This is an optimization exercise on Yosys and OpenROAD, whose aim is a short achievable clock period and few clock cycles per item, not a production implementation. Only simulation tests tie the RTL to the original design; equivalence was not proved. In this run the design's own scripts or RTL, not TritonCTS, make the clock network. The flow treats the clock pin as an ideal source. Dropping or thinning the clock tree relies on that and would not hold on a real chip. Power figures rest on the tool's default switching activity, not on a simulated workload.

[design.v]
`timescale 1ns/100ps
package dll_tx_pkg;
  typedef logic [31:0] dword_t;
  typedef logic [3:0]  keep_t;
  typedef logic [11:0] seq_num_t;
  typedef logic [7:0]  hdr_credit_t;
  typedef logic [11:0] data_credit_t;
  typedef logic [9:0]  tlp_len_t;
  typedef logic [31:0] crc_t;
  typedef enum logic [2:0] {
    CC_NONE,
    CC_P_HDR,
    CC_P_DATA,
    CC_NP_HDR,
    CC_NP_DATA,
    CC_CPL_HDR,
    CC_CPL_DATA
  } credit_class_e;
  localparam logic [7:0] TK_MRD    = 8'h00;
  localparam logic [7:0] TK_MWR    = 8'h40;
  localparam logic [7:0] TK_IORD   = 8'h02;
  localparam logic [7:0] TK_IOWR   = 8'h42;
  localparam logic [7:0] TK_CFGRD0 = 8'h04;
  localparam logic [7:0] TK_CFGWR0 = 8'h44;
  localparam logic [7:0] TK_MSG    = 8'h30;
  localparam logic [7:0] TK_MSGD   = 8'h70;
  localparam logic [7:0] TK_CPL    = 8'h0A;
  localparam logic [7:0] TK_CPLD   = 8'h4A;
  localparam int DW_PER_DATA_CREDIT = 4;
  localparam crc_t CRC_POLY = 32'hEDB88320;
endpackage
`timescale 1ns/100ps
module stream_skid_buffer
#(
  parameter int W = 33
) (
  input  logic         clk_i,
  input  logic         rst_i,
  input  logic [W-1:0] up_data,
  input  logic         up_valid,
  output logic         up_ready,
  output logic [W-1:0] dn_data,
  output logic         dn_valid,
  input  logic         dn_ready
);
  logic [W-1:0] main_data_q, hold_data_q, skid_data_q, next_data_alt;
  logic         main_valid_q, skid_valid_q;
  logic         ready_q, busy_q;
  logic         up_fire;
  logic         dn_free;
  logic         skid_valid_d;
  assign up_fire = up_valid && !busy_q;
  assign dn_free = !main_valid_q || dn_ready;
  assign skid_valid_d = dn_free ? 1'b0 : (skid_valid_q || up_fire);
  assign next_data_alt = ({W{skid_valid_q}} & skid_data_q) | ({W{!skid_valid_q}} & up_data);
  always_ff @(posedge clk_i) begin
    if (rst_i) begin
      main_valid_q <= 1'b0;
      skid_valid_q <= 1'b0;
      ready_q      <= 1'b0;
      busy_q       <= 1'b1;
    end else begin
      if (dn_free) begin
        main_valid_q <= skid_valid_q || up_fire;
      end
      skid_valid_q <= skid_valid_d;
      ready_q      <= !skid_valid_d;
      busy_q       <= skid_valid_d;
    end
  end
  always_ff @(posedge clk_i) begin
    main_data_q <= dn_free ? (skid_valid_q ? skid_data_q : up_data) : hold_data_q;
    if (dn_free) begin
      hold_data_q <= next_data_alt;
    end
    if (!skid_valid_q) begin
      skid_data_q <= up_data;
    end
  end
  assign up_ready = ready_q;
  assign dn_data  = main_data_q;
  assign dn_valid = main_valid_q;
endmodule
module stream_out_buffer
#(
  parameter int W = 34
) (
  input  logic         clk_i,
  input  logic         rst_i,
  input  logic [W-1:0] up_data,
  input  logic         up_valid,
  output logic         up_ready,
  output logic [W-1:0] dn_data,
  output logic         dn_valid,
  input  logic         dn_ready
);
  logic [W-1:0] main_data_q, hold_data_q, skid_data_q, next_data, next_data_alt;
  logic         main_valid_q, hold_empty_q, skid_valid_q, next_valid;
  logic         ready_q, busy_q;
  logic         up_fire;
  logic         dn_free;
  logic         skid_valid_d;
  assign up_fire = up_valid && !busy_q;
  assign dn_free = hold_empty_q || dn_ready;
  assign skid_valid_d = dn_free ? 1'b0 : (skid_valid_q || up_fire);
  assign next_data  = skid_valid_q ? skid_data_q : up_data;
  assign next_valid = skid_valid_q || up_fire;
  assign next_data_alt = ({W{skid_valid_q}} & skid_data_q) | ({W{!skid_valid_q}} & up_data);
  always_ff @(posedge clk_i) begin
    if (rst_i) begin
      main_valid_q <= 1'b0;
      hold_empty_q <= 1'b1;
      skid_valid_q <= 1'b0;
      ready_q      <= 1'b0;
      busy_q       <= 1'b1;
    end else begin
      main_valid_q <= dn_free ? next_valid : !hold_empty_q;
      hold_empty_q <= dn_free ? !next_valid : hold_empty_q;
      skid_valid_q <= skid_valid_d;
      ready_q      <= !skid_valid_d;
      busy_q       <= skid_valid_d;
    end
  end
  always_ff @(posedge clk_i) begin
    main_data_q <= dn_free ? next_data : hold_data_q;
    if (dn_free) begin
      hold_data_q <= next_data_alt;
    end
    if (!skid_valid_q) begin
      skid_data_q <= up_data;
    end
  end
  assign up_ready = ready_q;
  assign dn_data  = main_data_q;
  assign dn_valid = main_valid_q;
endmodule
`timescale 1ns/100ps
module fc_credit_gate
(
  input  logic         clk_i,
  input  logic         rst_i,
  input  logic         update_fc_i,
  input  dll_tx_pkg::hdr_credit_t  fc_ph_i,
  input  dll_tx_pkg::hdr_credit_t  fc_nph_i,
  input  dll_tx_pkg::hdr_credit_t  fc_cplh_i,
  input  dll_tx_pkg::data_credit_t fc_pd_i,
  input  dll_tx_pkg::data_credit_t fc_npd_i,
  input  dll_tx_pkg::data_credit_t fc_cpld_i,
  input  dll_tx_pkg::dword_t       hdr_dw0_i,   
  input  logic         take_i,      
  output logic         room_o       
);
  dll_tx_pkg::hdr_credit_t  hlim_q [3];
  dll_tx_pkg::hdr_credit_t  hused_q[3];
  dll_tx_pkg::data_credit_t dlim_q [3];
  dll_tx_pkg::data_credit_t dused_q[3];
  logic [6:0]               slo_q  [3];         
  logic [5:0]               shi0_q [3], shi1_q[3];  
  logic [6:0]               dlo_q  [3];         
  logic [5:0]               dhi0_q [3], dhi1_q[3];  
  dll_tx_pkg::data_credit_t dav    [3];
  logic                     room_q, rst_q, take_q;
  logic [1:0]               gap_q;
  logic                     gap_ok;
  logic [2:0]               hneed_q, dneed_q;    
  logic                     one_q;               
  logic [7:0]               dreq_q;
  logic [2:0]               hok_q, cmp_q, nz_q;
  logic [7:0]               kind;
  logic [7:0]               len_credits;
  logic [2:0]               hneed, dneed;
  logic                     one;
  logic [5:0]               ok;
  assign kind        = hdr_dw0_i[7:0];
  assign len_credits = {hdr_dw0_i[17:16], hdr_dw0_i[31:26]};
  always_comb begin
    hneed = 3'b000;
    dneed = 3'b000;
    unique case (kind)
      dll_tx_pkg::TK_MRD, dll_tx_pkg::TK_IORD, dll_tx_pkg::TK_CFGRD0: hneed = 3'b010;
      dll_tx_pkg::TK_IOWR, dll_tx_pkg::TK_CFGWR0: begin hneed = 3'b010; dneed = 3'b010; end
      dll_tx_pkg::TK_MWR, dll_tx_pkg::TK_MSGD:    begin hneed = 3'b001; dneed = 3'b001; end
      dll_tx_pkg::TK_MSG:                         hneed = 3'b001;
      dll_tx_pkg::TK_CPL:                         hneed = 3'b100;
      dll_tx_pkg::TK_CPLD:                        begin hneed = 3'b100; dneed = 3'b100; end
      default: ;
    endcase
    one = dneed[1] || len_credits == '0;
  end
  always_comb begin
    for (int c = 0; c < 3; c++) begin
      dav[c] = {dlo_q[c][6] ? dhi1_q[c] : dhi0_q[c], dlo_q[c][5:0]};
    end
  end
  always_ff @(posedge clk_i) begin
    hneed_q <= hneed;
    dneed_q <= dneed;
    one_q   <= one;
    dreq_q  <= one ? 8'd1 : len_credits;
    for (int c = 0; c < 3; c++) begin
      hok_q[c] <= hlim_q[c] != hused_q[c];
      cmp_q[c] <= (dav[c][11:8] != '0) || (dav[c][7:0] >= len_credits);
      nz_q[c]  <= dav[c] != '0;
    end
  end
  always_comb begin
    for (int c = 0; c < 3; c++) begin
      ok[c]     = !hneed_q[c] || hok_q[c];
      ok[3 + c] = !dneed_q[c] || (one_q ? nz_q[c] : cmp_q[c]);
    end
  end
  assign gap_ok = gap_q == 2'd3;
  always_ff @(posedge clk_i) begin
    rst_q  <= rst_i;
    take_q <= take_i;
    room_q <= (&ok) && gap_ok && !take_i;
  end
  always_ff @(posedge clk_i) begin
    if (rst_i) begin
      gap_q <= 2'd0;
    end else if (take_i) begin
      gap_q <= 2'd0;
    end else if (!gap_ok) begin
      gap_q <= gap_q + 2'd1;
    end
  end
  always_ff @(posedge clk_i) begin
    if (update_fc_i) begin
      hlim_q[0] <= fc_ph_i;
      hlim_q[1] <= fc_nph_i;
      hlim_q[2] <= fc_cplh_i;
      dlim_q[0] <= fc_pd_i;
      dlim_q[1] <= fc_npd_i;
      dlim_q[2] <= fc_cpld_i;
    end else if (rst_q) begin
      for (int c = 0; c < 3; c++) begin
        hlim_q[c] <= '0;
        dlim_q[c] <= '0;
      end
    end
    for (int c = 0; c < 3; c++) begin
      if (rst_q) begin
        hused_q[c] <= '0;
        dused_q[c] <= '0;
      end else begin
        if (take_q && hneed_q[c]) hused_q[c] <= hused_q[c] + dll_tx_pkg::hdr_credit_t'(1);
        if (take_q && dneed_q[c]) dused_q[c] <= {slo_q[c][6] ? shi1_q[c] : shi0_q[c], slo_q[c][5:0]};
      end
      slo_q[c]  <= {1'b0, dused_q[c][5:0]} + {1'b0, dreq_q[5:0]};
      shi0_q[c] <= dused_q[c][11:6] + {4'h0, dreq_q[7:6]};
      shi1_q[c] <= dused_q[c][11:6] + {4'h0, dreq_q[7:6]} + 6'd1;
      dlo_q[c]  <= {1'b0, dlim_q[c][5:0]} + {1'b0, ~dused_q[c][5:0]} + 7'd1;
      dhi0_q[c] <= dlim_q[c][11:6] + ~dused_q[c][11:6];
      dhi1_q[c] <= dlim_q[c][11:6] + ~dused_q[c][11:6] + 6'd1;
    end
  end
  assign room_o = room_q;
endmodule
`timescale 1ns/100ps
module lcrc_dword_term
(
  input  dll_tx_pkg::dword_t d_i,
  output dll_tx_pkg::crc_t   p_o,
  output dll_tx_pkg::crc_t   q_o
);
  assign p_o[0] = d_i[1] ^ d_i[4] ^ d_i[11] ^ d_i[12] ^ d_i[13] ^ d_i[15];
  assign p_o[1] = d_i[0] ^ d_i[2] ^ d_i[3] ^ d_i[4] ^ d_i[5] ^ d_i[9] ^ d_i[10] ^ d_i[11] ^ d_i[15];
  assign p_o[2] = d_i[2] ^ d_i[5] ^ d_i[8] ^ d_i[11] ^ d_i[12] ^ d_i[13];
  assign p_o[3] = d_i[4] ^ d_i[5] ^ d_i[7] ^ d_i[9] ^ d_i[11] ^ d_i[12] ^ d_i[14] ^ d_i[15];
  assign p_o[4] = d_i[0] ^ d_i[1] ^ d_i[3] ^ d_i[4] ^ d_i[6] ^ d_i[7] ^ d_i[11] ^ d_i[12] ^ d_i[14] ^ d_i[15];
  assign p_o[5] = d_i[0] ^ d_i[1] ^ d_i[3] ^ d_i[4] ^ d_i[5] ^ d_i[7] ^ d_i[9] ^ d_i[11];
  assign p_o[6] = d_i[0] ^ d_i[2] ^ d_i[3] ^ d_i[4] ^ d_i[5] ^ d_i[6] ^ d_i[7] ^ d_i[11] ^ d_i[12] ^ d_i[13];
  assign p_o[7] = d_i[1] ^ d_i[7] ^ d_i[8] ^ d_i[12] ^ d_i[13] ^ d_i[15];
  assign p_o[8] = d_i[1] ^ d_i[3] ^ d_i[4] ^ d_i[13] ^ d_i[14];
  assign p_o[9] = d_i[3] ^ d_i[5] ^ d_i[6] ^ d_i[7] ^ d_i[8] ^ d_i[9] ^ d_i[15];
  assign p_o[10] = d_i[0] ^ d_i[1] ^ d_i[3] ^ d_i[4] ^ d_i[12] ^ d_i[13] ^ d_i[14];
  assign p_o[11] = d_i[0] ^ d_i[9] ^ d_i[13];
  assign p_o[12] = d_i[0] ^ d_i[1] ^ d_i[3] ^ d_i[8] ^ d_i[13] ^ d_i[14] ^ d_i[15];
  assign p_o[13] = d_i[0] ^ d_i[2] ^ d_i[6] ^ d_i[8] ^ d_i[15];
  assign p_o[14] = d_i[1] ^ d_i[3] ^ d_i[6] ^ d_i[7] ^ d_i[9] ^ d_i[11] ^ d_i[15];
  assign p_o[15] = d_i[0] ^ d_i[1] ^ d_i[2] ^ d_i[3] ^ d_i[4] ^ d_i[5] ^ d_i[8] ^ d_i[13] ^ d_i[14] ^ d_i[15];
  assign p_o[16] = d_i[0] ^ d_i[1] ^ d_i[2] ^ d_i[3] ^ d_i[5] ^ d_i[6] ^ d_i[7] ^ d_i[11] ^ d_i[13] ^ d_i[14];
  assign p_o[17] = d_i[2] ^ d_i[8] ^ d_i[12] ^ d_i[13];
  assign p_o[18] = d_i[0] ^ d_i[3] ^ d_i[7] ^ d_i[9] ^ d_i[14];
  assign p_o[19] = d_i[1] ^ d_i[2] ^ d_i[3] ^ d_i[4] ^ d_i[6] ^ d_i[9] ^ d_i[12] ^ d_i[13] ^ d_i[14] ^ d_i[15];
  assign p_o[20] = d_i[3] ^ d_i[6] ^ d_i[7] ^ d_i[8] ^ d_i[9] ^ d_i[12] ^ d_i[13] ^ d_i[15];
  assign p_o[21] = d_i[0] ^ d_i[1] ^ d_i[3] ^ d_i[4] ^ d_i[12] ^ d_i[13] ^ d_i[15];
  assign p_o[22] = d_i[0] ^ d_i[1] ^ d_i[2] ^ d_i[4] ^ d_i[7] ^ d_i[8] ^ d_i[11] ^ d_i[13] ^ d_i[15];
  assign p_o[23] = d_i[2] ^ d_i[3] ^ d_i[4] ^ d_i[5] ^ d_i[7] ^ d_i[8] ^ d_i[9] ^ d_i[12] ^ d_i[14] ^ d_i[15];
  assign p_o[24] = d_i[1] ^ d_i[3] ^ d_i[4] ^ d_i[7] ^ d_i[13] ^ d_i[14] ^ d_i[15];
  assign p_o[25] = d_i[2] ^ d_i[3] ^ d_i[5] ^ d_i[8] ^ d_i[9] ^ d_i[11] ^ d_i[13];
  assign p_o[26] = d_i[0] ^ d_i[2] ^ d_i[3] ^ d_i[5] ^ d_i[7] ^ d_i[9] ^ d_i[11] ^ d_i[14] ^ d_i[15];
  assign p_o[27] = d_i[0] ^ d_i[1] ^ d_i[3] ^ d_i[5] ^ d_i[6] ^ d_i[11] ^ d_i[15];
  assign p_o[28] = d_i[2] ^ d_i[3] ^ d_i[4] ^ d_i[5] ^ d_i[7] ^ d_i[8] ^ d_i[13] ^ d_i[14] ^ d_i[15];
  assign p_o[29] = d_i[1] ^ d_i[3] ^ d_i[4] ^ d_i[5] ^ d_i[6] ^ d_i[7] ^ d_i[8] ^ d_i[11] ^ d_i[12] ^ d_i[13];
  assign p_o[30] = d_i[8] ^ d_i[12] ^ d_i[13] ^ d_i[14] ^ d_i[15];
  assign p_o[31] = d_i[1] ^ d_i[4] ^ d_i[5] ^ d_i[6] ^ d_i[8] ^ d_i[11] ^ d_i[12] ^ d_i[13];
  assign q_o[0] = d_i[24] ^ d_i[26] ^ d_i[28] ^ d_i[30];
  assign q_o[1] = d_i[16] ^ d_i[20] ^ d_i[21] ^ d_i[24] ^ d_i[26] ^ d_i[31];
  assign q_o[2] = d_i[18] ^ d_i[19] ^ d_i[20] ^ d_i[21] ^ d_i[22] ^ d_i[25] ^ d_i[27] ^ d_i[28] ^ d_i[29];
  assign q_o[3] = d_i[16] ^ d_i[17] ^ d_i[19] ^ d_i[21] ^ d_i[24] ^ d_i[25] ^ d_i[27] ^ d_i[30];
  assign q_o[4] = d_i[16] ^ d_i[18] ^ d_i[23] ^ d_i[24] ^ d_i[31];
  assign q_o[5] = d_i[17] ^ d_i[18] ^ d_i[19] ^ d_i[26] ^ d_i[30];
  assign q_o[6] = d_i[16] ^ d_i[18] ^ d_i[20] ^ d_i[23] ^ d_i[24] ^ d_i[25] ^ d_i[27] ^ d_i[30];
  assign q_o[7] = d_i[16] ^ d_i[18] ^ d_i[19] ^ d_i[20] ^ d_i[22] ^ d_i[23] ^ d_i[24] ^ d_i[27] ^ d_i[28] ^ d_i[29];
  assign q_o[8] = d_i[21] ^ d_i[22] ^ d_i[23] ^ d_i[26] ^ d_i[27] ^ d_i[28];
  assign q_o[9] = d_i[16] ^ d_i[17] ^ d_i[18] ^ d_i[23] ^ d_i[26] ^ d_i[27] ^ d_i[28] ^ d_i[29] ^ d_i[30] ^ d_i[31];
  assign q_o[10] = d_i[17] ^ d_i[19] ^ d_i[20] ^ d_i[25] ^ d_i[26] ^ d_i[27] ^ d_i[30];
  assign q_o[11] = d_i[17] ^ d_i[18] ^ d_i[21] ^ d_i[22] ^ d_i[25] ^ d_i[27] ^ d_i[31];
  assign q_o[12] = d_i[17] ^ d_i[19] ^ d_i[21] ^ d_i[23] ^ d_i[24] ^ d_i[25] ^ d_i[30];
  assign q_o[13] = d_i[16] ^ d_i[17] ^ d_i[19] ^ d_i[20] ^ d_i[22] ^ d_i[24] ^ d_i[29];
  assign q_o[14] = d_i[19] ^ d_i[20] ^ d_i[22] ^ d_i[23] ^ d_i[25] ^ d_i[26] ^ d_i[27] ^ d_i[28] ^ d_i[29] ^ d_i[30] ^ d_i[31];
  assign q_o[15] = d_i[16] ^ d_i[18] ^ d_i[19] ^ d_i[20] ^ d_i[21] ^ d_i[22] ^ d_i[23] ^ d_i[24] ^ d_i[28] ^ d_i[29] ^ d_i[30] ^ d_i[31];
  assign q_o[16] = d_i[16] ^ d_i[17] ^ d_i[18] ^ d_i[21] ^ d_i[22] ^ d_i[24] ^ d_i[27] ^ d_i[30];
  assign q_o[17] = d_i[27] ^ d_i[28] ^ d_i[29] ^ d_i[31];
  assign q_o[18] = d_i[16] ^ d_i[18] ^ d_i[19] ^ d_i[20] ^ d_i[21] ^ d_i[22] ^ d_i[24] ^ d_i[26] ^ d_i[28] ^ d_i[29] ^ d_i[30] ^ d_i[31];
  assign q_o[19] = d_i[16] ^ d_i[21] ^ d_i[23] ^ d_i[24] ^ d_i[27] ^ d_i[28] ^ d_i[30];
  assign q_o[20] = d_i[18] ^ d_i[20] ^ d_i[26] ^ d_i[29] ^ d_i[30] ^ d_i[31];
  assign q_o[21] = d_i[16] ^ d_i[18] ^ d_i[19] ^ d_i[20] ^ d_i[23] ^ d_i[25] ^ d_i[26] ^ d_i[27] ^ d_i[28] ^ d_i[30];
  assign q_o[22] = d_i[17] ^ d_i[18] ^ d_i[21] ^ d_i[27] ^ d_i[29] ^ d_i[31];
  assign q_o[23] = d_i[16] ^ d_i[18] ^ d_i[21] ^ d_i[22] ^ d_i[23] ^ d_i[24] ^ d_i[25] ^ d_i[27] ^ d_i[28] ^ d_i[29];
  assign q_o[24] = d_i[18] ^ d_i[20] ^ d_i[21] ^ d_i[22] ^ d_i[23] ^ d_i[24] ^ d_i[27] ^ d_i[28];
  assign q_o[25] = d_i[16] ^ d_i[18] ^ d_i[21] ^ d_i[22] ^ d_i[23] ^ d_i[24];
  assign q_o[26] = d_i[17] ^ d_i[18] ^ d_i[19] ^ d_i[21] ^ d_i[22] ^ d_i[25] ^ d_i[26] ^ d_i[27] ^ d_i[28] ^ d_i[29] ^ d_i[30] ^ d_i[31];
  assign q_o[27] = d_i[17] ^ d_i[21] ^ d_i[22] ^ d_i[23] ^ d_i[24] ^ d_i[26] ^ d_i[27] ^ d_i[28] ^ d_i[29] ^ d_i[31];
  assign q_o[28] = d_i[16] ^ d_i[17] ^ d_i[20] ^ d_i[21] ^ d_i[23] ^ d_i[24] ^ d_i[25] ^ d_i[26] ^ d_i[31];
  assign q_o[29] = d_i[16] ^ d_i[18] ^ d_i[19] ^ d_i[20] ^ d_i[23] ^ d_i[24] ^ d_i[26] ^ d_i[27] ^ d_i[31];
  assign q_o[30] = d_i[19] ^ d_i[20] ^ d_i[22] ^ d_i[25] ^ d_i[31];
  assign q_o[31] = d_i[17] ^ d_i[18] ^ d_i[19] ^ d_i[20] ^ d_i[21] ^ d_i[22] ^ d_i[25] ^ d_i[27] ^ d_i[29];
endmodule
module lcrc_seq_term
(
  input  dll_tx_pkg::seq_num_t seq_i,
  output dll_tx_pkg::crc_t     y0_o
);
  assign y0_o[0] = 1'b1 ^ seq_i[1] ^ seq_i[3] ^ seq_i[5] ^ seq_i[9] ^ seq_i[10] ^ seq_i[11];
  assign y0_o[1] = seq_i[0] ^ seq_i[1] ^ seq_i[2] ^ seq_i[3] ^ seq_i[4] ^ seq_i[5] ^ seq_i[6] ^ seq_i[9] ^ seq_i[10] ^ seq_i[11];
  assign y0_o[2] = 1'b1 ^ seq_i[0] ^ seq_i[1] ^ seq_i[2] ^ seq_i[3] ^ seq_i[5] ^ seq_i[7] ^ seq_i[8] ^ seq_i[9] ^ seq_i[10] ^ seq_i[11];
  assign y0_o[3] = 1'b1 ^ seq_i[1] ^ seq_i[3] ^ seq_i[4] ^ seq_i[5] ^ seq_i[10] ^ seq_i[11];
  assign y0_o[4] = 1'b1 ^ seq_i[0] ^ seq_i[5] ^ seq_i[6] ^ seq_i[8] ^ seq_i[10];
  assign y0_o[5] = seq_i[0] ^ seq_i[1] ^ seq_i[3] ^ seq_i[5] ^ seq_i[7] ^ seq_i[8] ^ seq_i[9] ^ seq_i[11];
  assign y0_o[6] = 1'b1 ^ seq_i[2] ^ seq_i[6] ^ seq_i[9] ^ seq_i[10] ^ seq_i[11];
  assign y0_o[7] = 1'b1 ^ seq_i[0] ^ seq_i[5] ^ seq_i[6] ^ seq_i[8] ^ seq_i[9] ^ seq_i[11];
  assign y0_o[8] = seq_i[0] ^ seq_i[1] ^ seq_i[4] ^ seq_i[8] ^ seq_i[9];
  assign y0_o[9] = 1'b1 ^ seq_i[2] ^ seq_i[3] ^ seq_i[4];
  assign y0_o[10] = seq_i[1] ^ seq_i[2] ^ seq_i[4] ^ seq_i[6] ^ seq_i[7] ^ seq_i[8] ^ seq_i[11];
  assign y0_o[11] = 1'b1 ^ seq_i[2] ^ seq_i[5] ^ seq_i[6] ^ seq_i[10];
  assign y0_o[12] = 1'b1 ^ seq_i[5] ^ seq_i[7] ^ seq_i[11];
  assign y0_o[13] = seq_i[0] ^ seq_i[1] ^ seq_i[6] ^ seq_i[9] ^ seq_i[11];
  assign y0_o[14] = seq_i[0] ^ seq_i[5] ^ seq_i[8] ^ seq_i[9] ^ seq_i[11];
  assign y0_o[15] = 1'b1 ^ seq_i[1] ^ seq_i[2] ^ seq_i[3] ^ seq_i[4] ^ seq_i[5] ^ seq_i[6] ^ seq_i[7] ^ seq_i[11];
  assign y0_o[16] = 1'b1 ^ seq_i[0] ^ seq_i[1] ^ seq_i[3] ^ seq_i[4] ^ seq_i[6] ^ seq_i[7] ^ seq_i[8] ^ seq_i[9];
  assign y0_o[17] = seq_i[0] ^ seq_i[3] ^ seq_i[6] ^ seq_i[8] ^ seq_i[9] ^ seq_i[10];
  assign y0_o[18] = 1'b1 ^ seq_i[3] ^ seq_i[4] ^ seq_i[5] ^ seq_i[7];
  assign y0_o[19] = seq_i[0] ^ seq_i[2] ^ seq_i[4] ^ seq_i[5] ^ seq_i[6] ^ seq_i[7] ^ seq_i[8] ^ seq_i[10] ^ seq_i[11];
  assign y0_o[20] = 1'b1 ^ seq_i[0] ^ seq_i[3] ^ seq_i[4] ^ seq_i[6] ^ seq_i[8];
  assign y0_o[21] = 1'b1 ^ seq_i[2] ^ seq_i[5] ^ seq_i[6] ^ seq_i[7] ^ seq_i[10];
  assign y0_o[22] = seq_i[2] ^ seq_i[4] ^ seq_i[5] ^ seq_i[6] ^ seq_i[8] ^ seq_i[9];
  assign y0_o[23] = 1'b1 ^ seq_i[1] ^ seq_i[7] ^ seq_i[11];
  assign y0_o[24] = 1'b1 ^ seq_i[0] ^ seq_i[1] ^ seq_i[3] ^ seq_i[4] ^ seq_i[5] ^ seq_i[8] ^ seq_i[10];
  assign y0_o[25] = 1'b1 ^ seq_i[0] ^ seq_i[3] ^ seq_i[4] ^ seq_i[10];
  assign y0_o[26] = seq_i[0] ^ seq_i[1] ^ seq_i[3] ^ seq_i[5] ^ seq_i[8] ^ seq_i[9] ^ seq_i[11];
  assign y0_o[27] = 1'b1 ^ seq_i[1] ^ seq_i[2] ^ seq_i[3] ^ seq_i[4] ^ seq_i[5] ^ seq_i[6] ^ seq_i[7] ^ seq_i[9] ^ seq_i[10] ^ seq_i[11];
  assign y0_o[28] = 1'b1 ^ seq_i[0] ^ seq_i[2] ^ seq_i[3] ^ seq_i[4] ^ seq_i[5] ^ seq_i[7] ^ seq_i[9];
  assign y0_o[29] = 1'b1 ^ seq_i[0] ^ seq_i[1] ^ seq_i[2] ^ seq_i[7] ^ seq_i[8] ^ seq_i[9];
  assign y0_o[30] = seq_i[0] ^ seq_i[2] ^ seq_i[3] ^ seq_i[7] ^ seq_i[8] ^ seq_i[10] ^ seq_i[11];
  assign y0_o[31] = 1'b1 ^ seq_i[1] ^ seq_i[7] ^ seq_i[11];
endmodule
module lcrc_step
(
  input  dll_tx_pkg::crc_t y_i,
  output dll_tx_pkg::crc_t cy_o
);
  assign cy_o[0] = y_i[31];
  assign cy_o[1] = y_i[0] ^ y_i[31];
  assign cy_o[2] = y_i[1] ^ y_i[31];
  assign cy_o[3] = y_i[2];
  assign cy_o[4] = y_i[3] ^ y_i[31];
  assign cy_o[5] = y_i[4] ^ y_i[31];
  assign cy_o[6] = y_i[5];
  assign cy_o[7] = y_i[6] ^ y_i[31];
  assign cy_o[8] = y_i[7] ^ y_i[31];
  assign cy_o[9] = y_i[8];
  assign cy_o[10] = y_i[9] ^ y_i[31];
  assign cy_o[11] = y_i[10] ^ y_i[31];
  assign cy_o[12] = y_i[11] ^ y_i[31];
  assign cy_o[13] = y_i[12];
  assign cy_o[14] = y_i[13];
  assign cy_o[15] = y_i[14];
  assign cy_o[16] = y_i[15] ^ y_i[31];
  assign cy_o[17] = y_i[16];
  assign cy_o[18] = y_i[17];
  assign cy_o[19] = y_i[18];
  assign cy_o[20] = y_i[19];
  assign cy_o[21] = y_i[20];
  assign cy_o[22] = y_i[21] ^ y_i[31];
  assign cy_o[23] = y_i[22] ^ y_i[31];
  assign cy_o[24] = y_i[23];
  assign cy_o[25] = y_i[24];
  assign cy_o[26] = y_i[25] ^ y_i[31];
  assign cy_o[27] = y_i[26];
  assign cy_o[28] = y_i[27];
  assign cy_o[29] = y_i[28];
  assign cy_o[30] = y_i[29];
  assign cy_o[31] = y_i[30];
endmodule
module lcrc_out
(
  input  dll_tx_pkg::crc_t y_i,
  output dll_tx_pkg::crc_t lo_o,
  output dll_tx_pkg::crc_t hi_o
);
  assign lo_o[0] = ~(y_i[2] ^ y_i[4] ^ y_i[6] ^ y_i[7] ^ y_i[10] ^ y_i[11] ^ y_i[12] ^ y_i[15]);
  assign lo_o[1] = ~(y_i[2] ^ y_i[3] ^ y_i[4] ^ y_i[5] ^ y_i[6] ^ y_i[9] ^ y_i[13]);
  assign lo_o[2] = ~(y_i[1] ^ y_i[7] ^ y_i[8] ^ y_i[10] ^ y_i[11] ^ y_i[12] ^ y_i[13] ^ y_i[15]);
  assign lo_o[3] = ~(y_i[1] ^ y_i[11] ^ y_i[13]);
  assign lo_o[4] = ~(y_i[1] ^ y_i[2] ^ y_i[6] ^ y_i[12]);
  assign lo_o[5] = ~(y_i[4] ^ y_i[5] ^ y_i[9] ^ y_i[10] ^ y_i[11]);
  assign lo_o[6] = ~(y_i[1] ^ y_i[4] ^ y_i[5] ^ y_i[7] ^ y_i[8] ^ y_i[10] ^ y_i[12] ^ y_i[13] ^ y_i[14]);
  assign lo_o[7] = ~(y_i[1] ^ y_i[3] ^ y_i[5] ^ y_i[6] ^ y_i[9] ^ y_i[10] ^ y_i[11] ^ y_i[12] ^ y_i[13] ^ y_i[15]);
  assign lo_o[8] = ~(y_i[3] ^ y_i[4] ^ y_i[5] ^ y_i[6] ^ y_i[7] ^ y_i[8] ^ y_i[9] ^ y_i[11] ^ y_i[12] ^ y_i[15]);
  assign lo_o[9] = ~(y_i[3] ^ y_i[7] ^ y_i[8] ^ y_i[9] ^ y_i[12] ^ y_i[13]);
  assign lo_o[10] = ~(y_i[0] ^ y_i[2] ^ y_i[4] ^ y_i[5] ^ y_i[11] ^ y_i[14]);
  assign lo_o[11] = ~(y_i[1] ^ y_i[5] ^ y_i[7] ^ y_i[10] ^ y_i[11] ^ y_i[12] ^ y_i[14]);
  assign lo_o[12] = ~(y_i[3] ^ y_i[9] ^ y_i[11] ^ y_i[15]);
  assign lo_o[13] = ~(y_i[1] ^ y_i[2] ^ y_i[3] ^ y_i[4] ^ y_i[6] ^ y_i[7] ^ y_i[8] ^ y_i[10] ^ y_i[12]);
  assign lo_o[14] = ~(y_i[3] ^ y_i[4] ^ y_i[7] ^ y_i[9] ^ y_i[11] ^ y_i[13] ^ y_i[14]);
  assign lo_o[15] = ~(y_i[1] ^ y_i[6] ^ y_i[8] ^ y_i[11] ^ y_i[13] ^ y_i[14]);
  assign lo_o[16] = ~(y_i[1] ^ y_i[2] ^ y_i[3] ^ y_i[7] ^ y_i[8] ^ y_i[10] ^ y_i[12] ^ y_i[13] ^ y_i[15]);
  assign lo_o[17] = ~(y_i[2] ^ y_i[8] ^ y_i[9] ^ y_i[11] ^ y_i[14]);
  assign lo_o[18] = ~(y_i[2] ^ y_i[4] ^ y_i[6] ^ y_i[8] ^ y_i[10] ^ y_i[11] ^ y_i[12] ^ y_i[14]);
  assign lo_o[19] = ~(y_i[1] ^ y_i[2] ^ y_i[3] ^ y_i[4] ^ y_i[5] ^ y_i[6] ^ y_i[8] ^ y_i[9] ^ y_i[11] ^ y_i[13] ^ y_i[14]);
  assign lo_o[20] = ~(y_i[3] ^ y_i[4] ^ y_i[6] ^ y_i[8] ^ y_i[9] ^ y_i[10] ^ y_i[11] ^ y_i[12] ^ y_i[13]);
  assign lo_o[21] = ~(y_i[4] ^ y_i[5] ^ y_i[11]);
  assign lo_o[22] = ~(y_i[2] ^ y_i[3] ^ y_i[4] ^ y_i[5] ^ y_i[6] ^ y_i[7] ^ y_i[10] ^ y_i[15]);
  assign lo_o[23] = ~(y_i[3] ^ y_i[8] ^ y_i[9] ^ y_i[12]);
  assign lo_o[24] = ~(y_i[1] ^ y_i[5] ^ y_i[7] ^ y_i[8] ^ y_i[10] ^ y_i[11]);
  assign lo_o[25] = ~(y_i[1] ^ y_i[4] ^ y_i[8] ^ y_i[11] ^ y_i[12] ^ y_i[13] ^ y_i[15]);
  assign lo_o[26] = ~(y_i[1] ^ y_i[2] ^ y_i[11] ^ y_i[12] ^ y_i[13] ^ y_i[15]);
  assign lo_o[27] = ~(y_i[4] ^ y_i[5] ^ y_i[8] ^ y_i[9] ^ y_i[12] ^ y_i[13] ^ y_i[14] ^ y_i[15]);
  assign lo_o[28] = ~(y_i[2] ^ y_i[3] ^ y_i[8] ^ y_i[12] ^ y_i[13] ^ y_i[15]);
  assign lo_o[29] = ~(y_i[2] ^ y_i[3] ^ y_i[5] ^ y_i[7] ^ y_i[8] ^ y_i[10] ^ y_i[12] ^ y_i[15]);
  assign lo_o[30] = ~(y_i[2] ^ y_i[5] ^ y_i[7] ^ y_i[10] ^ y_i[11] ^ y_i[12] ^ y_i[15]);
  assign lo_o[31] = ~(y_i[2] ^ y_i[3] ^ y_i[4] ^ y_i[5] ^ y_i[9] ^ y_i[10] ^ y_i[11] ^ y_i[13] ^ y_i[14]);
  assign hi_o[0] = y_i[16] ^ y_i[17] ^ y_i[20] ^ y_i[22] ^ y_i[24] ^ y_i[27] ^ y_i[28] ^ y_i[29] ^ y_i[30] ^ y_i[31];
  assign hi_o[1] = y_i[17] ^ y_i[18] ^ y_i[19] ^ y_i[22] ^ y_i[23] ^ y_i[25] ^ y_i[28] ^ y_i[31];
  assign hi_o[2] = y_i[19] ^ y_i[20] ^ y_i[26] ^ y_i[29] ^ y_i[31];
  assign hi_o[3] = y_i[21] ^ y_i[23] ^ y_i[25] ^ y_i[26] ^ y_i[27] ^ y_i[28] ^ y_i[30] ^ y_i[31];
  assign hi_o[4] = y_i[16] ^ y_i[19] ^ y_i[21] ^ y_i[22] ^ y_i[24] ^ y_i[28] ^ y_i[30];
  assign hi_o[5] = y_i[16] ^ y_i[17] ^ y_i[18] ^ y_i[19] ^ y_i[21] ^ y_i[23] ^ y_i[24] ^ y_i[26] ^ y_i[27] ^ y_i[28] ^ y_i[30];
  assign hi_o[6] = y_i[19] ^ y_i[21] ^ y_i[23] ^ y_i[24] ^ y_i[28] ^ y_i[29] ^ y_i[30] ^ y_i[31];
  assign hi_o[7] = y_i[17] ^ y_i[19] ^ y_i[21] ^ y_i[23] ^ y_i[24] ^ y_i[25] ^ y_i[27] ^ y_i[31];
  assign hi_o[8] = y_i[16] ^ y_i[17] ^ y_i[18] ^ y_i[20] ^ y_i[21] ^ y_i[22] ^ y_i[25] ^ y_i[26] ^ y_i[29] ^ y_i[30];
  assign hi_o[9] = y_i[17] ^ y_i[18] ^ y_i[19] ^ y_i[20] ^ y_i[21] ^ y_i[22] ^ y_i[23] ^ y_i[25] ^ y_i[26] ^ y_i[27] ^ y_i[29] ^ y_i[30];
  assign hi_o[10] = y_i[16] ^ y_i[18] ^ y_i[26] ^ y_i[27] ^ y_i[29] ^ y_i[30] ^ y_i[31];
  assign hi_o[11] = y_i[16] ^ y_i[17] ^ y_i[20] ^ y_i[22] ^ y_i[25] ^ y_i[27] ^ y_i[28] ^ y_i[29] ^ y_i[30];
  assign hi_o[12] = y_i[17] ^ y_i[18] ^ y_i[19] ^ y_i[20] ^ y_i[21] ^ y_i[22] ^ y_i[26] ^ y_i[29] ^ y_i[30] ^ y_i[31];
  assign hi_o[13] = y_i[16] ^ y_i[18] ^ y_i[22] ^ y_i[23] ^ y_i[27] ^ y_i[29] ^ y_i[31];
  assign hi_o[14] = y_i[18] ^ y_i[20] ^ y_i[21] ^ y_i[22] ^ y_i[26] ^ y_i[28] ^ y_i[30];
  assign hi_o[15] = y_i[16] ^ y_i[17] ^ y_i[20] ^ y_i[22] ^ y_i[23] ^ y_i[29];
  assign hi_o[16] = y_i[18] ^ y_i[19] ^ y_i[21] ^ y_i[22] ^ y_i[23] ^ y_i[24] ^ y_i[26] ^ y_i[27] ^ y_i[31];
  assign hi_o[17] = y_i[21] ^ y_i[22] ^ y_i[23] ^ y_i[25] ^ y_i[26] ^ y_i[29] ^ y_i[31];
  assign hi_o[18] = y_i[16] ^ y_i[17] ^ y_i[18] ^ y_i[20] ^ y_i[21] ^ y_i[22] ^ y_i[23] ^ y_i[25] ^ y_i[26] ^ y_i[27] ^ y_i[29];
  assign hi_o[19] = y_i[16] ^ y_i[19] ^ y_i[21] ^ y_i[24] ^ y_i[26] ^ y_i[28] ^ y_i[29] ^ y_i[30];
  assign hi_o[20] = y_i[16] ^ y_i[17] ^ y_i[19] ^ y_i[20] ^ y_i[21] ^ y_i[24] ^ y_i[25] ^ y_i[27] ^ y_i[30] ^ y_i[31];
  assign hi_o[21] = y_i[16] ^ y_i[21] ^ y_i[22] ^ y_i[24] ^ y_i[25] ^ y_i[26] ^ y_i[28] ^ y_i[29] ^ y_i[30] ^ y_i[31];
  assign hi_o[22] = y_i[21] ^ y_i[22] ^ y_i[24] ^ y_i[25] ^ y_i[26] ^ y_i[28] ^ y_i[30];
  assign hi_o[23] = y_i[16] ^ y_i[17] ^ y_i[19] ^ y_i[20] ^ y_i[21] ^ y_i[23] ^ y_i[24];
  assign hi_o[24] = y_i[16] ^ y_i[19] ^ y_i[21] ^ y_i[23] ^ y_i[25] ^ y_i[26] ^ y_i[27] ^ y_i[28] ^ y_i[29] ^ y_i[30] ^ y_i[31];
  assign hi_o[25] = y_i[18] ^ y_i[19] ^ y_i[22] ^ y_i[23] ^ y_i[24] ^ y_i[25] ^ y_i[26] ^ y_i[27] ^ y_i[28] ^ y_i[29];
  assign hi_o[26] = y_i[18] ^ y_i[19] ^ y_i[20] ^ y_i[23] ^ y_i[28] ^ y_i[29];
  assign hi_o[27] = y_i[16] ^ y_i[17] ^ y_i[18] ^ y_i[21] ^ y_i[22];
  assign hi_o[28] = y_i[16] ^ y_i[17] ^ y_i[18] ^ y_i[20] ^ y_i[21] ^ y_i[22] ^ y_i[23] ^ y_i[28] ^ y_i[29] ^ y_i[30] ^ y_i[31];
  assign hi_o[29] = y_i[20] ^ y_i[23] ^ y_i[25] ^ y_i[26] ^ y_i[28] ^ y_i[30] ^ y_i[31];
  assign hi_o[30] = y_i[17] ^ y_i[18] ^ y_i[19] ^ y_i[20] ^ y_i[22] ^ y_i[24] ^ y_i[25] ^ y_i[27] ^ y_i[29] ^ y_i[30];
  assign hi_o[31] = y_i[16] ^ y_i[18] ^ y_i[20] ^ y_i[22] ^ y_i[23] ^ y_i[27] ^ y_i[29] ^ y_i[31];
endmodule
`timescale 1ns/100ps
module tlp_framer
#(
  parameter dll_tx_pkg::seq_num_t SEQ_INIT = '0
) (
  input  logic      clk_i,
  input  logic      rst_i,
  input  dll_tx_pkg::dword_t    in_data,
  input  logic      in_valid,
  input  logic      in_last,
  output logic      in_ready,
  output dll_tx_pkg::dword_t    out_data,
  output logic      out_valid,
  output logic      out_last,
  input  logic      out_ready,
  output dll_tx_pkg::dword_t    hdr_dw0_o,
  output logic      take_o,
  input  logic      room_i
);
  logic               adv, consume, take, emit, hdr_go;
  logic               st_lo_q, st_hi_q;      
  logic               first_q;               
  logic               fresh_q, fresh2_q;     
  dll_tx_pkg::seq_num_t seq_q;
  logic [15:0]        carry_q;
  dll_tx_pkg::dword_t word;
  dll_tx_pkg::dword_t p1_data_q, p2_data_q;
  logic               p1_valid_q, p1_lo_q, p1_hi_q;
  logic               p2_valid_q, p2_lo_q, p2_hi_q;
  dll_tx_pkg::crc_t   p_d, q_d, p_q, q_q;
  logic               pq_valid_q, pq_first_q;
  dll_tx_pkg::crc_t   y_q, cy, y0_d, y0_q, lcrc_lo_d, lcrc_hi_d, lcrc_lo_q, lcrc_hi_q, lcrc;
  assign adv      = out_ready;
  assign hdr_go   = room_i && !fresh_q && !fresh2_q;
  assign consume  = adv && !st_lo_q && !st_hi_q && in_valid && (!first_q || hdr_go);
  assign take     = consume && first_q;
  assign emit     = consume || st_lo_q || st_hi_q;
  assign in_ready = consume;
  assign take_o   = take;
  always_comb begin
    if (st_lo_q) begin
      word = {16'h0, carry_q};
    end else if (st_hi_q) begin
      word = '0;
    end else if (first_q) begin
      word = {in_data[15:0], seq_q[7:0], 4'h0, seq_q[11:8]};
    end else begin
      word = {in_data[15:0], carry_q};
    end
  end
  always_ff @(posedge clk_i) begin
    if (rst_i) begin
      st_lo_q    <= 1'b0;
      st_hi_q    <= 1'b0;
      first_q    <= 1'b1;
      fresh_q    <= 1'b1;
      fresh2_q   <= 1'b1;
      seq_q      <= SEQ_INIT;
      p1_valid_q <= 1'b0;
      p2_valid_q <= 1'b0;
      pq_valid_q <= 1'b0;
    end else begin
      fresh_q  <= consume || !in_valid;
      fresh2_q <= fresh_q;
      if (consume) begin
        first_q <= in_last;
      end
      if (adv) begin
        st_lo_q    <= consume && in_last;
        st_hi_q    <= st_lo_q;
        p1_valid_q <= emit;
        p2_valid_q <= p1_valid_q;
        pq_valid_q <= consume;
        if (pq_valid_q && pq_first_q) begin
          seq_q <= seq_q + dll_tx_pkg::seq_num_t'(1);
        end
      end
    end
  end
  lcrc_dword_term lcrc_dword_term_i (
    .d_i (in_data),
    .p_o (p_d),
    .q_o (q_d)
  );
  lcrc_seq_term lcrc_seq_term_i (
    .seq_i (seq_q),
    .y0_o  (y0_d)
  );
  lcrc_step lcrc_step_i (
    .y_i  (y_q),
    .cy_o (cy)
  );
  lcrc_out lcrc_out_i (
    .y_i  (y_q),
    .lo_o (lcrc_lo_d),
    .hi_o (lcrc_hi_d)
  );
  always_ff @(posedge clk_i) begin
    y0_q <= y0_d;
    lcrc_lo_q <= lcrc_lo_d;
    lcrc_hi_q <= lcrc_hi_d;
    if (consume) begin
      carry_q <= in_data[31:16];
    end
    if (adv) begin
      p1_data_q  <= word;
      p1_lo_q    <= st_lo_q;
      p1_hi_q    <= st_hi_q;
      p2_data_q  <= p1_data_q;
      p2_lo_q    <= p1_lo_q;
      p2_hi_q    <= p1_hi_q;
      p_q        <= p_d;
      q_q        <= q_d;
      pq_first_q <= first_q;
      if (pq_valid_q) begin
        y_q <= (pq_first_q ? y0_q : cy) ^ p_q ^ q_q;
      end
    end
  end
  assign out_valid = p2_valid_q;
  assign out_last  = p2_hi_q;
  assign lcrc      = lcrc_lo_q ^ lcrc_hi_q;
  assign out_data  = p2_lo_q ? {lcrc[15:0], p2_data_q[15:0]} :
                     p2_hi_q ? {16'h0, lcrc[31:16]} : p2_data_q;
  assign hdr_dw0_o = in_data;
endmodule
`timescale 1ns/100ps
module dll_tx_top
#(
  parameter dll_tx_pkg::seq_num_t SEQ_INIT = '0
) (
  input  logic         clk_i,
  input  logic         rst_i,
  input  dll_tx_pkg::dword_t       s_tdata_i,
  input  logic         s_tvalid_i,
  input  logic         s_tlast_i,
  output logic         s_tready_o,
  output dll_tx_pkg::dword_t       m_tdata_o,
  output dll_tx_pkg::keep_t        m_tkeep_o,
  output logic         m_tvalid_o,
  output logic         m_tlast_o,
  input  logic         m_tready_i,
  output dll_tx_pkg::seq_num_t     seq_num_o,
  input  logic         update_fc_i,
  input  dll_tx_pkg::hdr_credit_t  fc_ph_i,
  input  dll_tx_pkg::hdr_credit_t  fc_nph_i,
  input  dll_tx_pkg::hdr_credit_t  fc_cplh_i,
  input  dll_tx_pkg::data_credit_t fc_pd_i,
  input  dll_tx_pkg::data_credit_t fc_npd_i,
  input  dll_tx_pkg::data_credit_t fc_cpld_i
);
  dll_tx_pkg::dword_t in_data,  out_data;
  logic   in_valid, out_valid;
  logic   in_last,  out_last;
  logic   in_ready, out_ready;
  logic   m_khi2, m_khi3;
  dll_tx_pkg::dword_t hdr_dw0;
  logic   take, room;
  dll_tx_pkg::seq_num_t oseq_q, oseq_hold_n_q, oseq_inc_q;
  logic   oseq_inc;
  stream_skid_buffer #(.W(33)) in_buf_i (
    .clk_i    (clk_i),
    .rst_i    (rst_i),
    .up_data  ({s_tlast_i, s_tdata_i}),
    .up_valid (s_tvalid_i),
    .up_ready (s_tready_o),
    .dn_data  ({in_last, in_data}),
    .dn_valid (in_valid),
    .dn_ready (in_ready)
  );
  tlp_framer #(.SEQ_INIT(SEQ_INIT)) tlp_framer_i (
    .clk_i     (clk_i),
    .rst_i     (rst_i),
    .in_data   (in_data),
    .in_valid  (in_valid),
    .in_last   (in_last),
    .in_ready  (in_ready),
    .out_data  (out_data),
    .out_valid (out_valid),
    .out_last  (out_last),
    .out_ready (out_ready),
    .hdr_dw0_o (hdr_dw0),
    .take_o    (take),
    .room_i    (room)
  );
  fc_credit_gate fc_credit_gate_i (
    .clk_i       (clk_i),
    .rst_i       (rst_i),
    .update_fc_i (update_fc_i),
    .fc_ph_i     (fc_ph_i),
    .fc_nph_i    (fc_nph_i),
    .fc_cplh_i   (fc_cplh_i),
    .fc_pd_i     (fc_pd_i),
    .fc_npd_i    (fc_npd_i),
    .fc_cpld_i   (fc_cpld_i),
    .hdr_dw0_i   (hdr_dw0),
    .take_i      (take),
    .room_o      (room)
  );
  stream_out_buffer #(.W(35)) out_buf_i (
    .clk_i    (clk_i),
    .rst_i    (rst_i),
    .up_data  ({!out_last, !out_last, out_last, out_data}),
    .up_valid (out_valid),
    .up_ready (out_ready),
    .dn_data  ({m_khi3, m_khi2, m_tlast_o, m_tdata_o}),
    .dn_valid (m_tvalid_o),
    .dn_ready (m_tready_i)
  );
  assign m_tkeep_o = {m_khi3, m_khi2, 2'b11};
  assign oseq_inc = out_valid && out_ready && out_last;
  always_ff @(posedge clk_i) begin
    if (rst_i) begin
      oseq_q        <= SEQ_INIT;
      oseq_hold_n_q <= ~SEQ_INIT;
    end else begin
      oseq_q        <= oseq_inc ? oseq_inc_q : ~oseq_hold_n_q;
      oseq_hold_n_q <= oseq_inc ? ~oseq_inc_q : oseq_hold_n_q;
    end
  end
  always_ff @(posedge clk_i) begin
    oseq_inc_q <= ~oseq_hold_n_q + dll_tx_pkg::seq_num_t'(1);
  end
  assign seq_num_o = oseq_q;
endmodule
[flow/run.sh]
#!/bin/bash
# Standard ORFS layout (the standard.sh), with the clock tree rebuilt
# right after CTS by clock_tree.tcl (hooked in as POST_CTS_TCL): the clock
# port drives four root buffers, each root drives eight leaf buffers, and
# each leaf drives an equal, compact group of flip-flops. Everything else,
# synthesis included, is the standard flow.
set -euo pipefail
work=$(pwd)
export POST_CTS_TCL="$work/flow/clock_tree.tcl"
bash standard.sh > "$work/standard_flow.log" 2>&1
[flow/clock_tree.tcl]

set clk_roots 4
set clk_leaves 8

proc ct_tree_sinks_and_cells {net} {
  set sinks {}; set cells {}; set nets {}
  set todo [list $net]
  while {[llength $todo]} {
    set n [lindex $todo 0]; set todo [lrange $todo 1 end]
    foreach it [$n getITerms] {
      if {[$it getIoType] ne "INPUT"} continue
      set inst [$it getInst]
      set m [[$inst getMaster] getName]
      if {[regexp {^sky130_fd_sc_hd__(clkbuf|clkinv|inv|bufinv|buf_|clkdlybuf)} $m]} {
        lappend cells $inst
        foreach ot [$inst getITerms] {
          if {[$ot getIoType] eq "OUTPUT" && [$ot getNet] ne "NULL"} {
            lappend nets [$ot getNet]
            lappend todo [$ot getNet]
          }
        }
      } else {
        lappend sinks $it
      }
    }
  }
  return [list $sinks $cells $nets]
}

# items: list of {x y payload}; returns K groups (K a power of 2)
proc ct_bisect {items K} {
  if {$K <= 1} { return [list $items] }
  set xs [lsort -integer -index 0 $items]
  set ys [lsort -integer -index 1 $items]
  set dx [expr {[lindex $xs end 0] - [lindex $xs 0 0]}]
  set dy [expr {[lindex $ys end 1] - [lindex $ys 0 1]}]
  set s [expr {$dx >= $dy ? $xs : $ys}]
  set h [expr {[llength $s] / 2}]
  set k [expr {$K / 2}]
  return [concat [ct_bisect [lrange $s 0 [expr {$h - 1}]] $k] [ct_bisect [lrange $s $h end] $k]]
}

proc ct_centroid {items} {
  set x 0.0; set y 0.0
  foreach i $items { set x [expr {$x + [lindex $i 0]}]; set y [expr {$y + [lindex $i 1]}] }
  set n [llength $items]
  return [list [expr {int($x / $n)}] [expr {int($y / $n)}]]
}

proc ct_buffer {name x y in out} {
  set block [ord::get_db_block]
  set bm [[ord::get_db] findMaster sky130_fd_sc_hd__clkbuf_16]
  set b [odb::dbInst_create $block $bm $name]
  $b setLocation $x $y
  $b setPlacementStatus PLACED
  [$b findITerm A] connect $in
  [$b findITerm X] connect $out
  return $b
}

proc ct_net {name} {
  set n [odb::dbNet_create [ord::get_db_block] $name]
  $n setSigType CLOCK
  return $n
}

proc ct_build {M L} {
  set block [ord::get_db_block]
  set clk [[$block findBTerm clk_i] getNet]
  lassign [ct_tree_sinks_and_cells $clk] sinks cells nets
  foreach it $sinks { $it disconnect }
  foreach c $cells {
    foreach it [$c getITerms] { if {[$it getNet] ne "NULL"} { $it disconnect } }
    odb::dbInst_destroy $c
  }
  foreach n $nets { odb::dbNet_destroy $n }
  set items {}
  foreach it $sinks {
    set b [[$it getInst] getBBox]
    lappend items [list [expr {([$b xMin] + [$b xMax]) / 2}] [expr {([$b yMin] + [$b yMax]) / 2}] $it]
  }
  set sizes {}
  set m 0
  foreach grp [ct_bisect $items $M] {
    set leaves [ct_bisect $grp $L]
    set pts {}
    foreach lf $leaves { lappend pts [ct_centroid $lf] }
    lassign [ct_centroid $pts] mx my
    set rnet [ct_net clknet_root_$m]
    ct_buffer clkbuf_root_$m $mx $my $clk $rnet
    set l 0
    foreach lf $leaves {
      lassign [ct_centroid $lf] cx cy
      set lnet [ct_net clknet_leaf_${m}_$l]
      ct_buffer clkbuf_leaf_${m}_$l $cx $cy $rnet $lnet
      foreach i $lf { [lindex $i 2] connect $lnet }
      lappend sizes [llength $lf]
      incr l
    }
    incr m
  }
  puts "clock_tree.tcl: $M roots x $L leaves, [llength $sinks] sinks, leaf sizes [lsort -integer -unique $sizes], replaced [llength $cells] tree cells"
}

ct_build $clk_roots $clk_leaves
detailed_placement
estimate_parasitics -placement
report_clock_latency
repair_timing_helper
detailed_placement
check_placement -verbose
estimate_parasitics -placement
report_clock_latency
report_worst_slack -max
report_worst_slack -min
[standard.sh]
#!/bin/bash
# synth_recipe.tcl (not shown) runs the flow's synth.tcl, then flattens the netlist and writes it again
# the make line also repeats each setting of config.mk as NAME=value (left out here)
make -C /OpenROAD-flow-scripts/flow DESIGN_CONFIG=/design/flow/config.mk WORK_HOME=/design/flow/orfs CLKGATE_MAP_FILE= SYNTH_SCRIPT=/design/flow/synth_recipe.tcl "${@:-finish}"
[config.mk]
export PLATFORM = sky130hd
export DESIGN_NAME = dll_tx_top
export DESIGN_NICKNAME = dll_tx_top
export VERILOG_FILES = /design/flow/design.v
export SDC_FILE = /design/flow/constraint.sdc
export NUM_CORES = 4
export LEC_CHECK = 0
export CAP_MARGIN = 20
export CORE_MARGIN = 2
export CORE_UTILIZATION = 40
export PLACE_DENSITY = 0.6
export SETUP_SLACK_MARGIN = 4.0
export SLEW_MARGIN = 20
[constraint.sdc]
create_clock -name core_clock -period 5.5 [get_ports {clk_i}]
set_input_delay 1.1000 -clock core_clock [delete_from_list [all_inputs] [get_ports {clk_i}]]
set_output_delay 1.1000 -clock core_clock [all_outputs]
set_load 0.01 [all_outputs]
==> flow_summary.ini <==
[run_status]
status = finished clean

[synth]
synthArstFlopShare_pct = 0
ys_types = 60
yosys-top-cells-area = dfxtp_1 (29%), edfxtp_1 (27%), xnor2_1 (12%)
yosysWarnings = 16
synthFlopType = dfxtp_1
yosysTopAreaCell = dfxtp_1
synth_area_um2 = 34200
syn-instance-count = 2800
synth-seq-cells = 808
synth_top_area_share_pct = 29.2
seq_area_frac_synth_pct = 56.4
postSynthAreaPerCell_um2 = 12.2
synth-edff-count = 309

[final_layout]
layout_common_cells = dfxtp_1 (388), edfxtp_1 (309), xnor2_1 (300)
final_util_pct = 56.2
layout.nets = 3515
final_common_cell = dfxtp_1
area_growth_pct = 39.5
fill_cells = 6674
layout-drive-gt1-share_pct = 41.7
stdcell_count = 4444

[setup_path]
cp_max_fo = 1
cp_top_family = flip-flops
startpoint_type = register
critPathMaxStageDelay_ns = 0.34
crit_required_ns = 4.40
startpoint = out_buf_i.main_data_q[1]
critical_path_class = register to primary output
worstPathArrival_ns = 0.85
cpMaxStageDelayCell = dfxtp_2
cp-end-kind = primary output
crit_buf_inv = 1
path_cells = buf_6
r2r_start = tlp_framer_i.fresh2_q

[placement]
place.port_buffers = 146
place_hpwl_mm = 54.0
place_inst = 3954
finalWeightedCongestion = 0.850

[floorplanning]
die_height_um = 296
fp.dieW_um = 296
initial_core_util_pct = 40.3
core_um2 = 84900
io_pins = 149
die_area_um2 = 87800
rows = 107

[clock_tree]
clkTransAtPathRegs_ns = 0.10
cts_num_sinks = 808
insertion_delay_ns = 0.40

[timing]
worst_pin_slew_ns = 0.697
hold_viol = 0
max_freq_ghz = 0.513
grt_setup_unrepaired = true
slew_headroom_pct = 53.5
finalClockSkew_ns = 0.0158
fin_tns_setup_ns = 0
drv_slew = 0
period_needed_ns = 1.95
setup_viol = 0
fin_crit_sh_pct = 35.4

[global_routing]
grt_pass1_wl_mm = 136
grt_max_degree = 81
grt_pass1_vias = 22500
grt_use_total_pct = 20.6
grt_antenna_before_repair = 2
overflow = 0

[route]
wl_per_cell_um = 21.2
vias = 21700
firstDrtPassIters = 5
drt-vias-per-instance = 4.87
drc = 0
antenna_left = 0
wirelength_mm = 94.2
drt_iter0_markers = 1192

[min_path]
min_path_type = register to register
min_from = oseq_hold_n_q[0]

[pwr]
p_leak_uw = 0.0189
p_per_area_nw_per_um2 = 285
peakVddDrop_mv = 0.194

[job]
cap_violations = 0
## logic make-up (layout without fill, tap and decap cells)
| kind of cell | count (synthesis) | after routing | share of synthesized area [%] |
|---|---|---|---|
| compound gates | 272 | 272 | 4.98 |
| xor+xnor | 722 | 722 | 19.3 |
| fa+ha+maj | 116 | 116 | 4.51 |
| buf+inv | 281 | 756 | 3.51 |
| flops | 808 | 808 | 56.4 |
| mux | 154 | 154 | 4.95 |
| other cells | 1 | 3 | 0.0110 |
| simple gates | 446 | 469 | 6.41 |
## report_power, final
| group | switching [µW] | internal [µW] | total (µW) | leakage, µW |
|---|---|---|---|---|
| Combinational | 1550 | 1820 | 3370 | 0.0112 |
| Clock | 1750 | 1180 | 2930 | 0.000444 |
| Sequential | 359 | 6910 | 7270 | 0.00730 |
| Total | 3650 | 9920 | 13600 | 0.0189 |
## registers in the layout (all words and copies together), names as in the netlist, 33 cells and up
signal,cells
out_buf_i.hold_data_q,35
fc_credit_gate_i.dused_q,36
out_buf_i.skid_data_q,35
fc_credit_gate_i.dlim_q,36
in_buf_i.hold_data_q,33
in_buf_i.skid_data_q,33
in_buf_i.main_data_q,33
out_buf_i.main_data_q,35
## worst paths after layout
| check | end | slack, ns | cells past startpoint |
|---|---|---|---|
| max | m_tdata_o[1] | 3.55 | 1 |
| min | oseq_inc_q[0] | 0.42 | 0 |
| max reg2reg | in_buf_i.main_data_q[32] | 3.60 | 8 |
| min reg2reg | oseq_inc_q[0] | 0.42 | 0 |
## metal layers
metal  vias to the layer above  track usage (%)  routed length, µm
li1                      10300                -                  -
met1                     10700             23.8              36900
met3                       177             2.23               2810
met2                       439             38.1              49900
met4                         2             9.12               4630
met5                         -                0                 10
## cell usage after synthesis (all sizes together), types with 13 or more instances
cell type,count
nor2,117
a22oi,13
xor2,223
mux2,108
a211oi,20
mux2i,46
nand2,116
and3,15
buf,81
dfxtp,499
xnor2,499
a21o,24
clkbuf,64
a221oi,15
nor3,20
o21bai,14
a21oi,95
nand3,27
ha,104
inv,136
and2,83
o21ai,57
edfxtp,309
## metrics by stage
step	setup slack, ns	power [µW]	cell area (µm²)	hold slack [ns]
after floorplan	2.72	8920	35300	0.377
after global placement	2.32	9540	37300	0.399
after detailed placement	2.23	9590	37300	0.405
after global routing	3.51	14100	47700	0.439
final	3.55	13600	47700	0.418
## final cells by class
type / count / area, µm² / area share (%)
plain buffers: 36 / 901 / 1.89
diodes: 1 / 2.50 / 0.00525
flip-flops and latches: 808 / 19600 / 41.0
multi-input cells: 1735 / 19000 / 39.8
inverters: 136 / 557 / 1.17
repair buffers: 584 / 6260 / 13.1
well taps: 1144 / 1430 / 3.00
Testbench counts, summed over its fixed seeds: cycles 21,868, items 2,400.

[separate check: timing with driven ports]
The results above use ideal ports. As a check the final layout listed here was re-extracted and re-timed, cells and wires unchanged.
Step 1 (the two cells are an assumption about what drives the block):
set clk [get_ports {clk_i}]
set_driving_cell -lib_cell sky130_fd_sc_hd__clkbuf_16 $clk
set_driving_cell -lib_cell sky130_fd_sc_hd__buf_2 [delete_from_list [all_inputs] $clk]
Step 2 times the ports against the registers' clock, not the clock port: input delays grow and output delays shrink by t, the midpoint of the rising clock arrivals with the driver on.
a / b / c = ideal ports / drivers / drivers and shift; a / b = the first two.
t, ns: 0.526
slack for setup (ns): 3.552 / 3.416 / 3.316
hold slack, ns: 0.418 / 0.418 / 0.418
worst register clock-pin slew, ns: 0.11 / 0.11
worst slew at a driven data input, ns: 0.07
After both steps setup and hold are still met in this run. For this run, drivers alone change the setup slack by -0.136 ns; drivers and shift together by -0.236 ns.
